Background: an optimization exercise with open tools, aiming at small area, a short achievable clock period and few clock cycles per item. Do not read the settings as production practice. Function was checked by simulation only, so behaviour that the tests miss may differ from the original.

**flow/config.mk**
```make
export PLATFORM = sky130hd
export DESIGN_NAME = fpu_pipe_unit
export DESIGN_NICKNAME = fpu_pipe_unit
export VERILOG_FILES = /design/flow/design.v
export SDC_FILE = /design/flow/constraint.sdc
export NUM_CORES = 4
export LEC_CHECK = 0
export CAP_MARGIN = 20
export CORE_MARGIN = 2
export CORE_UTILIZATION = 40
export SLEW_MARGIN = 20
```
**flow/constraint.sdc**
```tcl
create_clock -name core_clock -period 10.0 [get_ports {clk}]
set_input_delay 2.0000 -clock core_clock [delete_from_list [all_inputs] [get_ports {clk}]]
set_output_delay 2.0000 -clock core_clock [all_outputs]
set_load 0.01 [all_outputs]
```
**flow/design.v**
```verilog
module fpu_pipe_unit #(
    parameter int EXP_W = 8,
    parameter int MAN_W = 23,
    parameter int TAG_W = 4
) (
    input  logic                 clk,
    input  logic                 rst_n,
    input  logic                 in_valid,
    output logic                 in_ready,
    input  logic [1:0]           in_op,
    input  logic [EXP_W+MAN_W:0] in_a,
    input  logic [EXP_W+MAN_W:0] in_b,
    input  logic [TAG_W-1:0]     in_tag,
    output logic                 out_valid,
    input  logic                 out_ready,
    output logic [EXP_W+MAN_W:0] out_y,
    output logic [TAG_W-1:0]     out_tag,
    output logic [3:0]           out_flags,
    output logic [3:0]           sticky,
    input  logic                 sticky_clr
);
    localparam int FW  = 1 + EXP_W + MAN_W;
    localparam int SW  = MAN_W + 4;
    localparam int PW  = 2 * MAN_W + 2;
    localparam int EW  = EXP_W + 2;
    localparam int LZW = $clog2(SW) + 1;
    localparam logic signed [EW-1:0] BIAS = EW'((1 << (EXP_W - 1)) - 1);
    localparam logic signed [EW-1:0] EMAX = EW'((1 << EXP_W) - 1);
    localparam logic signed [EW-1:0] EMIN = EW'(1);
    localparam logic [FW-2:0] INF_M = {{EXP_W{1'b1}}, {MAN_W{1'b0}}};
    localparam logic [FW-1:0] QNAN  = {FW{1'b1}};
    localparam logic [3:0] F_NV  = 4'b1000;
    localparam logic [3:0] F_OFX = 4'b0101;
    localparam logic [3:0] F_UFX = 4'b0011;
    localparam logic [1:0] OP_SUB = 2'b01;
    localparam logic [1:0] OP_MUL = 2'b10;
    typedef struct packed {
        logic             v;
        logic [TAG_W-1:0] tag;
        logic             mul;
        logic             spec;
        logic [FW-1:0]    spec_y;
        logic [3:0]       spec_f;
        logic             sgn;
        logic [EW-1:0]    exp;
        logic             sub;
        logic [SW-1:0]    big;
        logic [SW-1:0]    sml;
        logic [PW-1:0]    prod;
    } s1_t;
    typedef struct packed {
        logic             v;
        logic [TAG_W-1:0] tag;
        logic             spec;
        logic [FW-1:0]    spec_y;
        logic [3:0]       spec_f;
        logic             sgn;
        logic [EW-1:0]    exp;
        logic [SW-1:0]    nm;
    } s2_t;
    s1_t s1_d, s1_q;
    s2_t s2_d, s2_q;
    logic                 out_v_q;
    logic [FW-1:0]        y_q, y_d;
    logic [TAG_W-1:0]     tag_q;
    logic [3:0]           flg_q, flg_d;
    logic [3:0]           sticky_q;
    logic                 stall;
    assign stall     = out_v_q && !out_ready;
    assign in_ready  = !stall;
    assign out_valid = out_v_q;
    assign out_y     = y_q;
    assign out_tag   = tag_q;
    assign out_flags = flg_q;
    assign sticky    = sticky_q;
    logic             sa, sb, sbe;
    logic             is_mul, is_sub;
    logic [EXP_W-1:0] ea, eb;
    logic [MAN_W-1:0] ma, mb;
    logic             za, zb, ia, ib, na, nb;
    logic             a_ge;
    logic [MAN_W:0]   siga, sigb;
    logic [EXP_W-1:0] e_big, e_sml, e_diff;
    logic [SW-1:0]    ext_big, ext_sml;
    logic [SW-1:0]    lost_mask, sml_al;
    logic             sml_lost;
    logic signed [EW-1:0] m_exp;
    assign is_mul = (in_op == OP_MUL);
    assign is_sub = (in_op == OP_SUB);
    assign sa = in_a[FW-1];
    assign sb = in_b[FW-1];
    assign ea = in_a[FW-2:MAN_W];
    assign eb = in_b[FW-2:MAN_W];
    assign ma = in_a[MAN_W-1:0];
    assign mb = in_b[MAN_W-1:0];
    assign sbe = sb ^ is_sub;
    assign za = (ea == '0);
    assign zb = (eb == '0);
    assign ia = (&ea) && (ma == '0);
    assign ib = (&eb) && (mb == '0);
    assign na = (&ea) && (ma != '0);
    assign nb = (&eb) && (mb != '0);
    assign siga = za ? '0 : {1'b1, ma};
    assign sigb = zb ? '0 : {1'b1, mb};
    assign a_ge  = (in_a[FW-2:0] >= in_b[FW-2:0]);
    assign e_big = a_ge ? ea : eb;
    assign e_sml = a_ge ? eb : ea;
    assign e_diff = e_big - e_sml;
    assign ext_big = {(a_ge ? siga : sigb), 3'b000};
    assign ext_sml = {(a_ge ? sigb : siga), 3'b000};
    assign lost_mask = ~({SW{1'b1}} << e_diff);
    assign sml_lost  = |(ext_sml & lost_mask);
    assign sml_al    = (ext_sml >> e_diff) | {{(SW-1){1'b0}}, sml_lost};
    assign m_exp = $signed({2'b00, ea}) + $signed({2'b00, eb}) - BIAS;
    logic          sp_hit;
    logic [FW-1:0] sp_y;
    logic [3:0]    sp_f;
    always_comb begin
        sp_hit = 1'b0;
        sp_y   = '0;
        sp_f   = '0;
        if (na || nb) begin
            sp_hit = 1'b1;
            sp_y   = QNAN;
        end else if (is_mul) begin
            if ((ia && zb) || (za && ib)) begin
                sp_hit = 1'b1;
                sp_y   = QNAN;
                sp_f   = F_NV;
            end else if (ia || ib) begin
                sp_hit = 1'b1;
                sp_y   = {sa ^ sb, INF_M};
            end else if (za || zb) begin
                sp_hit = 1'b1;
                sp_y   = {sa ^ sb, {(FW-1){1'b0}}};
            end
        end else begin
            if (ia && ib && (sa != sbe)) begin
                sp_hit = 1'b1;
                sp_y   = QNAN;
                sp_f   = F_NV;
            end else if (ia) begin
                sp_hit = 1'b1;
                sp_y   = {sa, INF_M};
            end else if (ib) begin
                sp_hit = 1'b1;
                sp_y   = {sbe, INF_M};
            end
        end
    end
    always_comb begin
        s1_d        = '0;
        s1_d.v      = in_valid;
        s1_d.tag    = in_tag;
        s1_d.mul    = is_mul;
        s1_d.spec   = sp_hit;
        s1_d.spec_y = sp_y;
        s1_d.spec_f = sp_f;
        if (is_mul) begin
            s1_d.sgn  = sa ^ sb;
            s1_d.exp  = m_exp;
            s1_d.prod = PW'(siga) * PW'(sigb);
        end else begin
            s1_d.sgn = a_ge ? sa : sbe;
            s1_d.exp = {2'b00, e_big};
            s1_d.sub = sa ^ sbe;
            s1_d.big = ext_big;
            s1_d.sml = sml_al;
        end
    end
    logic [SW:0]    sum;
    logic [LZW-1:0] lz;
    logic [PW-1:0]  pn;
    logic           top;
    logic [SW-1:0]  nm_mul;
    assign top    = s1_q.prod[PW-1];
    assign pn     = top ? s1_q.prod : (s1_q.prod << 1);
    assign nm_mul = {pn[PW-1 -: SW-1], |pn[PW-SW:0]};
    always_comb begin
        sum = s1_q.sub ? ({1'b0, s1_q.big} - {1'b0, s1_q.sml})
                       : ({1'b0, s1_q.big} + {1'b0, s1_q.sml});
        lz = '0;
        for (int i = 0; i < SW; i++) begin
            if (sum[i]) lz = LZW'(SW - 1 - i);
        end
    end
    always_comb begin
        s2_d        = '0;
        s2_d.v      = s1_q.v;
        s2_d.tag    = s1_q.tag;
        s2_d.spec   = s1_q.spec;
        s2_d.spec_y = s1_q.spec_y;
        s2_d.spec_f = s1_q.spec_f;
        s2_d.sgn    = s1_q.sgn;
        if (s1_q.mul) begin
            s2_d.exp = $signed(s1_q.exp)
                     + $signed({{(EW-1){1'b0}}, top});
            s2_d.nm  = nm_mul;
        end else if (sum[SW]) begin
            s2_d.exp = $signed(s1_q.exp) + EMIN;
            s2_d.nm  = {sum[SW:2], sum[1] | sum[0]};
        end else begin
            s2_d.exp = $signed(s1_q.exp) - $signed(EW'(lz));
            s2_d.nm  = sum[SW-1:0] << lz;
            if (sum == '0) s2_d.sgn = 1'b0;
        end
    end
    logic                 g_bit, rs_bit, up, inx;
    logic [MAN_W:0]       frc;
    logic signed [EW-1:0] e_r;
    assign g_bit  = s2_q.nm[2];
    assign rs_bit = s2_q.nm[1] | s2_q.nm[0];
    assign up     = g_bit && (rs_bit || s2_q.nm[3]);
    assign inx    = g_bit || rs_bit;
    assign frc    = {1'b0, s2_q.nm[SW-2:3]} + {{MAN_W{1'b0}}, up};
    assign e_r    = $signed(s2_q.exp)
                  + $signed({{(EW-1){1'b0}}, frc[MAN_W]});
    always_comb begin
        y_d   = '0;
        flg_d = '0;
        if (s2_q.spec) begin
            y_d   = s2_q.spec_y;
            flg_d = s2_q.spec_f;
        end else if (!s2_q.nm[SW-1]) begin
            y_d   = '0;
        end else if (e_r >= EMAX) begin
            y_d   = {s2_q.sgn, INF_M};
            flg_d = F_OFX;
        end else if (e_r < EMIN) begin
            y_d   = {s2_q.sgn, {(FW-1){1'b0}}};
            flg_d = F_UFX;
        end else begin
            y_d   = {s2_q.sgn, e_r[EXP_W-1:0], frc[MAN_W-1:0]};
            flg_d = {3'b000, inx};
        end
    end
    always_ff @(posedge clk or negedge rst_n) begin
        if (!rst_n) begin
            s1_q    <= '0;
            s2_q    <= '0;
            out_v_q <= 1'b0;
            y_q     <= '0;
            tag_q   <= '0;
            flg_q   <= '0;
        end else if (!stall) begin
            s1_q    <= s1_d;
            s2_q    <= s2_d;
            out_v_q <= s2_q.v;
            if (s2_q.v) begin
                y_q   <= y_d;
                tag_q <= s2_q.tag;
                flg_q <= flg_d;
            end
        end
    end
    always_ff @(posedge clk or negedge rst_n) begin
        if (!rst_n) begin
            sticky_q <= '0;
        end else if (sticky_clr) begin
            sticky_q <= '0;
        end else if (out_v_q && out_ready) begin
            sticky_q <= sticky_q | flg_q;
        end
    end
endmodule
```
**flow/run.sh**
```bash
#!/bin/bash
# synth_recipe.tcl (not shown) runs the flow's synth.tcl, then flattens the netlist and writes it again
# the make line also repeats each setting of config.mk as NAME=value (left out here)
make -C /OpenROAD-flow-scripts/flow DESIGN_CONFIG=/design/flow/config.mk WORK_HOME=/design/flow/orfs CLKGATE_MAP_FILE= SYNTH_SCRIPT=/design/flow/synth_recipe.tcl finish
```
==> notes.md <==
repair_timing:
item                       4_1_cts  5_1_grt
buffers inserted                 0        1
gates resized for setup          0       25
setup endpoints to repair        0       12
stage by stage:
stage          area, um2  setup slack (ns)  hold WS (ns)  utilization [%]  TNS [ns]
6_report           41560            0.2587        0.4612            46.25         0
2_1_floorplan      36180           0.02346        0.4386                -         0
3_5_place_dp       40590           -0.5676        0.4557            45.16    -4.655
3_3_place_gp       40580           -0.5074        0.4490            45.16    -4.188
4_1_cts            41460           0.02982        0.4661            46.13         0
5_1_grt            41560          -0.06097        0.4889            46.24   -0.1370
area by class of cell:
cell class | instances | share of cell area [%]
Multi-Input combinational cell | 3281 | 66.56
Sequential cell | 215 | 12.94
Timing Repair Buffer | 446 | 9.332
Inverter | 612 | 5.527
Tap cell | 1176 | 3.540
Clock buffer | 31 | 1.632
Clock inverter | 15 | 0.4636
Antenna cell | 1 | 0.006021
final timing paths:
check	startpoint	slack, ns	to
worst max-delay path	in_b[24]	0.26	s1_q[47]
max in group asynchronous	rst_n	7.18	s1_q[21]
worst min register to register	s1_q[153]	0.46	s2_q[76]
min in group asynchronous	rst_n	1.45	y_q[7]
worst min-delay path	s1_q[153]	0.46	s2_q[76]
worst max register to register	s1_q[51]	1.58	s2_q[36]
routing by layer:
layer	vias up	track usage [%]	routed length [um]
met5	-	0	0
met4	0	8.911	4622
met3	177	3.560	9284
met2	1131	43.73	57760
met1	16320	38.61	56430
li1	14870	-	-
state kept, by name, indices dropped and copies added (netlist names):
name	flops
flg_q	4
out_v_q	1
y_q	32
s2_q	48
s1_q	122
sticky_q	4
tag_q	4
critical path: cells and delay by family:
kind	cells	cell delay [ns]
adder cells (fa/ha/maj)	8	3.69
XOR/XNOR	1	0.12
buffers and inverters	12	1.73
AO/OA/AOI/OAI	9	1.64
AND/OR/NAND/NOR	5	0.96
cell usage after synthesis (all sizes together), types with 8 or more instances:
master / instances / share of area [%]
fa: 484 / 27
and2: 55 / 0.95
nor4: 41 / 0.75
mux2: 38 / 1.2
nor2: 353 / 3.7
nor3b: 8 / 0.19
a22o: 50 / 1.2
nand2b: 28 / 0.48
a211o: 9 / 0.22
nor3: 60 / 0.86
o21bai: 14 / 0.29
nor2b: 25 / 0.43
a221oi: 17 / 0.41
clkbuf: 223 / 2.3
nand4b: 8 / 0.19
o21ai: 202 / 2.8
nand2: 652 / 6.8
inv: 607 / 6.3
and3: 61 / 1.1
dfrtp: 215 / 15
o21a: 21 / 0.44
nand3: 109 / 1.5
a211oi: 30 / 0.62
xor2: 40 / 0.97
o31ai: 22 / 0.47
buf: 31 / 0.43
or2: 13 / 0.22
a21oi: 176 / 2.4
a21o: 50 / 1.0
o22ai: 19 / 0.35
mux2i: 97 / 2.7
or3: 18 / 0.31
xnor2: 94 / 2.3
a31oi: 25 / 0.43
o211ai: 28 / 0.63
nand4: 22 / 0.38
o22a: 23 / 0.56
o221ai: 12 / 0.31
a2111oi: 9 / 0.27
ha: 262 / 9.1
a221o: 12 / 0.33
cell families (layout without fill, tap and decap cells):
logic type               after synthesis  after routing
multiplexers                         135            135
XOR/XNOR                             134            134
other                                  0              1
buffers and inverters                866           1104
AND/OR/NAND/NOR                     1471           1471
flip-flops                           215            215
adder cells (fa/ha/maj)              746            746
AO/OA/AOI/OAI                        795            795
==> flow_summary_export.csv <==
group,metric,value,unit
run_status,outcome,"no timing/DRC/antenna violations",
layout,layout.area.seq,5380,um2
drt,detail_route.vias_per_cell,5.625,
global_route,antenna_found_initial,3,
synth,fraction_of_synthesis_flops_using_an_asynchronous_set_or_reset_pin,100.0,%
floorplanning,die_height,304.7,um
drt,totalWireLength,128100,um
sta,max-slew-margin-rel,29.79,%
layout,area_growth,14.92,%
setup_path,crit_path_start_kind,"input pin",
clock_tree,cts-buffers-inserted,25,
clock_tree,tritoncts,"yes",
sta,maximum_clock_rate,102.7,MHz
layout,design.final.nets,5402,
global_route,first_global_vias,32390,
layout,layout-drive-gt1-share,10.37,%
placement,gpl.final_weighted_congestion,1.001,
setup_path,critical_path_required,10.43,ns
placement,detailed_place_hpwl,106000,um
synth,synth_top_family_by_area,"adder cells",
synth,sequential_fraction_of_the_synthesis_area,14.88,%
placement,numPlacedInstances,5729,
floorplanning,dieArea,92840,um2
setup_path,cp.arrival,10.17,ns
clock_tree,cts-root-to-sink-buffers,3,
sta,timing.final.crit_share,97.41,%
layout,most_used_cells_in_the_layout_excluding_fill_and_tap_cells,"sky130_fd_sc_hd__nand2_1 (651), sky130_fd_sc_hd__inv_1 (599), sky130_fd_sc_hd__fa_1 (484)",
sta,report.final.setup_viol,0,
sta,finalHoldViolCount,0,
setup_path,timing.critical_path.mode_cell,"sky130_fd_sc_hd__fa_1",
synth,syn-instance-count,4362,
clock_tree,ctsRootBufferMaster,"sky130_fd_sc_hd__clkbuf_16",
clock_tree,htree_levels,1,
synth,postSynthNetCount,5183,
drt,antenna_left,0,
hold_path,min-delay-path-class,"reg -> reg",
sta,worst_pin_slew,1.047,ns
floorplanning,top_level_ports,121,
synth,synth.avg_cell_area,8.292,um2
setup_path,crit_path_top_delay_cell,"sky130_fd_sc_hd__clkdlybuf4s50_1",
setup_path,critical-path-max-stage-delay,0.56,ns
synth,synth-xor-area-share,3.266,%
synth,synth-adder-area-share,35.85,%
flow_run,max-cap-violations,0,
setup_path,worstSetupPathType,"in -> reg",
global_route,grt_first_pass_wirelength,197300,um
drt,drt_drc_violations_left,0,
sta,post-route-min-period,9.741,ns
floorplanning,core.rowCount,110,
synth,synth_edf_count,0,
floorplanning,initial_core_util,40.24,%
synth,synth_simple_gate_area_share,18.23,%
synth,synth_warnings,1,
drt,via_count,32500,
setup_path,rr_worst_depth,37,
floorplanning,floorplan.core_area,89870,um2
clock_tree,worst_skew_pair.late_latency,0.57,ns
layout,layout.cells.most_common,"sky130_fd_sc_hd__nand2_1",
synth,mappedNetlistArea,36170,um2
synth,ys_seq_elements,215,
sta,final_max_slew_viol_count,0,
clock_tree,cts_hold_buffers,0,
layout,n_fill_cell,8867,
hold_path,timing.hold.worst_path_depth,2,
layout,area_occupied_by_multi_input_gates,27660,um2
placement,io_port_bufs,120,
drt,post_drt_wl_per_cell,22.17,um
global_route,grt_overflow,0,
synth,synth.lib_cells_used.distinct,95,
setup_path,setup.worst_path.end_class,"flip-flop",
setup_path,worst-path-max-fanout,7,
drt,first_pass_iters,6,
global_route,combined_global_route_utilization_of_all_metal_layers,27.43,%
synth,yosys-mux-area-fraction,3.868,%
clock_tree,cts.clk_slew.worst_paths,0.06,ns
sta,fin_skew,0.01923,ns
global_route,grt_start_max_net_pins,95,
synth,synth_compound_gate_area_share,14.82,%
synth,synth_ff_type,"sky130_fd_sc_hd__dfrtp_1",
drt,initialDrtViolationCount,2859,
layout,layout.cells.non_filler,5777,
sta,setup_repair_after_global_routing_missed_its_margin,"true",
floorplanning,die_w,304.7,um
clock_tree,clock_sink_count,215,
Testbench counts, summed over its fixed seeds: cycles 12,024, items 12,000.

port drivers added, routing unchanged:
In the flow no input, the clock included, has a driving cell. The finished layout below was timed again as built, in two steps. Step 1 sets driving cells, clkbuf_16 on the clock port and buf_2 on the other inputs (assumed; they add their load-dependent delay and slew). Step 2, shift: input delay + t, output delay - t, t = (earliest + latest rising clock arrival at the registers) / 2. This alone moves slack from input paths to output paths. Slacks: no drivers / after step 1 / after step 2; pairs: no drivers / after step 1.
shift t [ns]: 0.629
setup WS [ns]: 0.259 / 0.298 / -0.331
worst hold slack (ns): 0.461 / 0.461 / 0.461
worst slew at a driven data input, ns: 0.16
cell pins on the clock port's net: 1
Met with ideal ports but missed after step 2: setup timing in this run. The setup slack of this run moves by +0.039 ns with the drivers and by -0.590 ns with both steps.
